This is an optimization exercise on Yosys and OpenROAD, whose aim is small area, a short achievable clock period and few clock cycles per item, not a production implementation. At most, simulation tests tie the RTL to the original design; equivalence was not proved. Power is estimated from default activity; no workload was simulated.

== v6 ==
==> module vcArbiter, before the edit <==
module vcArbiter (
    input  logic clk,
    input  logic reset,
    input  logic req0,
    input  logic req1,
    input  logic slot0,          
    input  logic slot1,
    input  logic served,         
    output logic grant0,
    output logic grant1
);
    logic favor1;
    logic win1;                  
    assign win1 = (slot0 == slot1) ? favor1 : slot1;
    always_comb begin
        grant0 = req0 & (~req1 | ~win1);
        grant1 = req1 & (~req0 | win1);
    end
    always_ff @(posedge clk) begin
        if (reset) begin
            favor1 <= 1'b0;
        end else if (req0 & req1 & served & (slot0 == slot1)) begin
            favor1 <= ~favor1;
        end
    end
endmodule
==> module outputStage, before the edit <==
module outputStage (
    input  logic                  clk,
    input  logic                  reset,
    input  logic                  slotReqA,
    input  logic                  linkReqA,
    input  logic [storeWidth-1:0] slotDataA,
    input  logic [storeWidth-1:0] linkDataA,
    input  logic                  slotReqB,
    input  logic                  linkReqB,
    input  logic [storeWidth-1:0] slotDataB,
    input  logic [storeWidth-1:0] linkDataB,
    input  logic                  outReady,
    output logic [packetWidth:0]  linkOut,     
    output logic                  takenA,
    output logic                  takenB
);
    logic                  full;
    logic [storeWidth-1:0] data;
    logic                  free;
    logic                  reqA, reqB;
    logic                  grantA, grantB;
    logic                  load;
    logic [storeWidth-1:0] nextData;
    assign reqA = slotReqA | linkReqA;
    assign reqB = slotReqB | linkReqB;
    assign free = ~full | outReady;
    assign load = free & (reqA | reqB);
    vcArbiter arbiter_inst (
        .clk    (clk),
        .reset  (reset),
        .req0   (reqA),
        .req1   (reqB),
        .slot0  (slotReqA),
        .slot1  (slotReqB),
        .served (free),
        .grant0 (grantA),
        .grant1 (grantB)
    );
    assign takenA = grantA & free;
    assign takenB = grantB & free;
    assign nextData = ({storeWidth{grantA & slotReqA}} & slotDataA)
                    | ({storeWidth{grantA & linkReqA}} & linkDataA)
                    | ({storeWidth{grantB & slotReqB}} & slotDataB)
                    | ({storeWidth{grantB & linkReqB}} & linkDataB);
    always_ff @(posedge clk) begin
        if (reset) begin
            full <= 1'b0;
        end else begin
            full <= load | (full & ~outReady);
        end
    end
    always_ff @(posedge clk) begin
        if (free) begin
            data <= nextData;
        end
    end
    assign linkOut = {full & outReady, data[62:55], 1'b0, data[54:0]};
endmodule
Settings: LEC_CHECK=0, CAP_MARGIN=20, CORE_MARGIN=2, CORE_UTILIZATION=60, CTS_CLUSTER_DIAMETER=80, CTS_CLUSTER_SIZE=22, SETUP_SLACK_MARGIN=2.0, SLEW_MARGIN=20; clock period 4.0 ns.
standard.sh (not shown) runs the stock make flow with config.mk's settings and CLKGATE_MAP_FILE= SYNTH_SCRIPT=/design/flow/synth_recipe.tcl, a recipe that flattens the netlist after the stock synthesis.
==> flow/flow/run.sh <==
#!/bin/bash
export BUFFER_PORTS_ARGS="-buffer_cell sky130_fd_sc_hd__buf_1"
bash standard.sh > standard.log 2>&1
v6 reached the end of the flow, and the finished layout is clean on the timing, DRC and antenna checks.
Modified inputs, v7 compared to v6
==> flow/design.v, changed modules only <==
module vcArbiter (
    input  logic clk,
    input  logic reset,
    input  logic req0,
    input  logic req1,
    input  logic served,         
    output logic grant0,
    output logic grant1
);
    logic favor1;
    always_comb begin
        grant0 = req0 & (~req1 | ~favor1);
        grant1 = req1 & (~req0 | favor1);
    end
    always_ff @(posedge clk) begin
        if (reset) begin
            favor1 <= 1'b0;
        end else if (req0 & req1 & served) begin
            favor1 <= ~favor1;
        end
    end
endmodule
module outputStage (
    input  logic                  clk,
    input  logic                  reset,
    input  logic                  slotReqA,
    input  logic                  linkReqA,
    input  logic [storeWidth-1:0] slotDataA,
    input  logic [storeWidth-1:0] linkDataA,
    input  logic                  slotReqB,
    input  logic                  linkReqB,
    input  logic [storeWidth-1:0] slotDataB,
    input  logic [storeWidth-1:0] linkDataB,
    input  logic                  outReady,
    output logic [packetWidth:0]  linkOut,     
    output logic                  takenA,
    output logic                  takenB
);
    logic                  full;
    logic [storeWidth-1:0] data;
    logic                  free;
    logic                  reqA, reqB;
    logic                  grantA, grantB;
    logic                  load;
    logic [storeWidth-1:0] nextData;
    assign reqA = slotReqA | linkReqA;
    assign reqB = slotReqB | linkReqB;
    assign free = ~full | outReady;
    assign load = free & (reqA | reqB);
    vcArbiter arbiter_inst (
        .clk    (clk),
        .reset  (reset),
        .req0   (reqA),
        .req1   (reqB),
        .served (free),
        .grant0 (grantA),
        .grant1 (grantB)
    );
    assign takenA = grantA & free;
    assign takenB = grantB & free;
    assign nextData = ({storeWidth{grantA & slotReqA}} & slotDataA)
                    | ({storeWidth{grantA & linkReqA}} & linkDataA)
                    | ({storeWidth{grantB & slotReqB}} & slotDataB)
                    | ({storeWidth{grantB & linkReqB}} & linkDataB);
    always_ff @(posedge clk) begin
        if (reset) begin
            full <= 1'b0;
        end else begin
            full <= load | (full & ~outReady);
        end
    end
    always_ff @(posedge clk) begin
        if (free) begin
            data <= nextData;
        end
    end
    assign linkOut = {full & outReady, data[62:55], 1'b0, data[54:0]};
endmodule
Notes after the runs:
The more densely filled core belongs to v6, not v7.
Fraction of standard cell area that is sequential of v6 is on par with v7.
The total of hold buffers inserted after clock tree synthesis of v6 and that of v7 are within noise of each other.
Max share of synthesized cell area in and, or, nand and nor gates across v6 and v7: v6
Summary: with v6 as the reference, combinational power in v7 moved down by more than a quarter.
Diff v6 -> v7 | switching share of power | decrease of 3.4 points
For v7, the slowest library cell on the worst path was or4b_4, unlike v6, where it was or3b_4.
v7 — final cell count 192 lower, v6 as reference
Re total iterations of the first detailed-routing run: v7 is 6 down on v6.
Power consumption shrinks by more than 10% when moving from v6 to v7.
Between v7 and v6, the summed area of non-filler cells in the final layout does not differ in any meaningful way.
Testbench counts of v7, summed over its fixed seeds: cycles 5,605, items 9,600.
Only the layout flow was run in v6; the RTL was not checked for function there.

-- static timing again, ports no longer ideal --
The results above use ideal ports. As a check the final layouts listed here were re-extracted and re-timed, cells and wires unchanged. Step 1, drivers: a clkbuf_16 drives clk and a buf_2 each remaining input, both assumed. Step 2, shift: input delay + t, output delay - t, t = (earliest + latest rising clock arrival at the registers) / 2. This alone moves slack from input paths to output paths. Three values: no drivers, after step 1, after step 2; two values: the first two.
run | t (ns) | slack for setup (ns) | worst setup path after step 2 | clock arrival spread, ns | worst register clock-pin slew, ns
v6 | 0.579 | 1.982 / 1.948 / 1.369 | input to register | 0.026 / 0.025 | 0.10 / 0.10
v7 | 0.585 | 2.002 / 1.984 / 1.427 | input to register | 0.017 / 0.017 | 0.09 / 0.09
After both steps every run listed still meets setup and hold. For v6, which loses most, drivers alone change the setup slack by -0.034 ns; drivers and shift together by -0.613 ns.
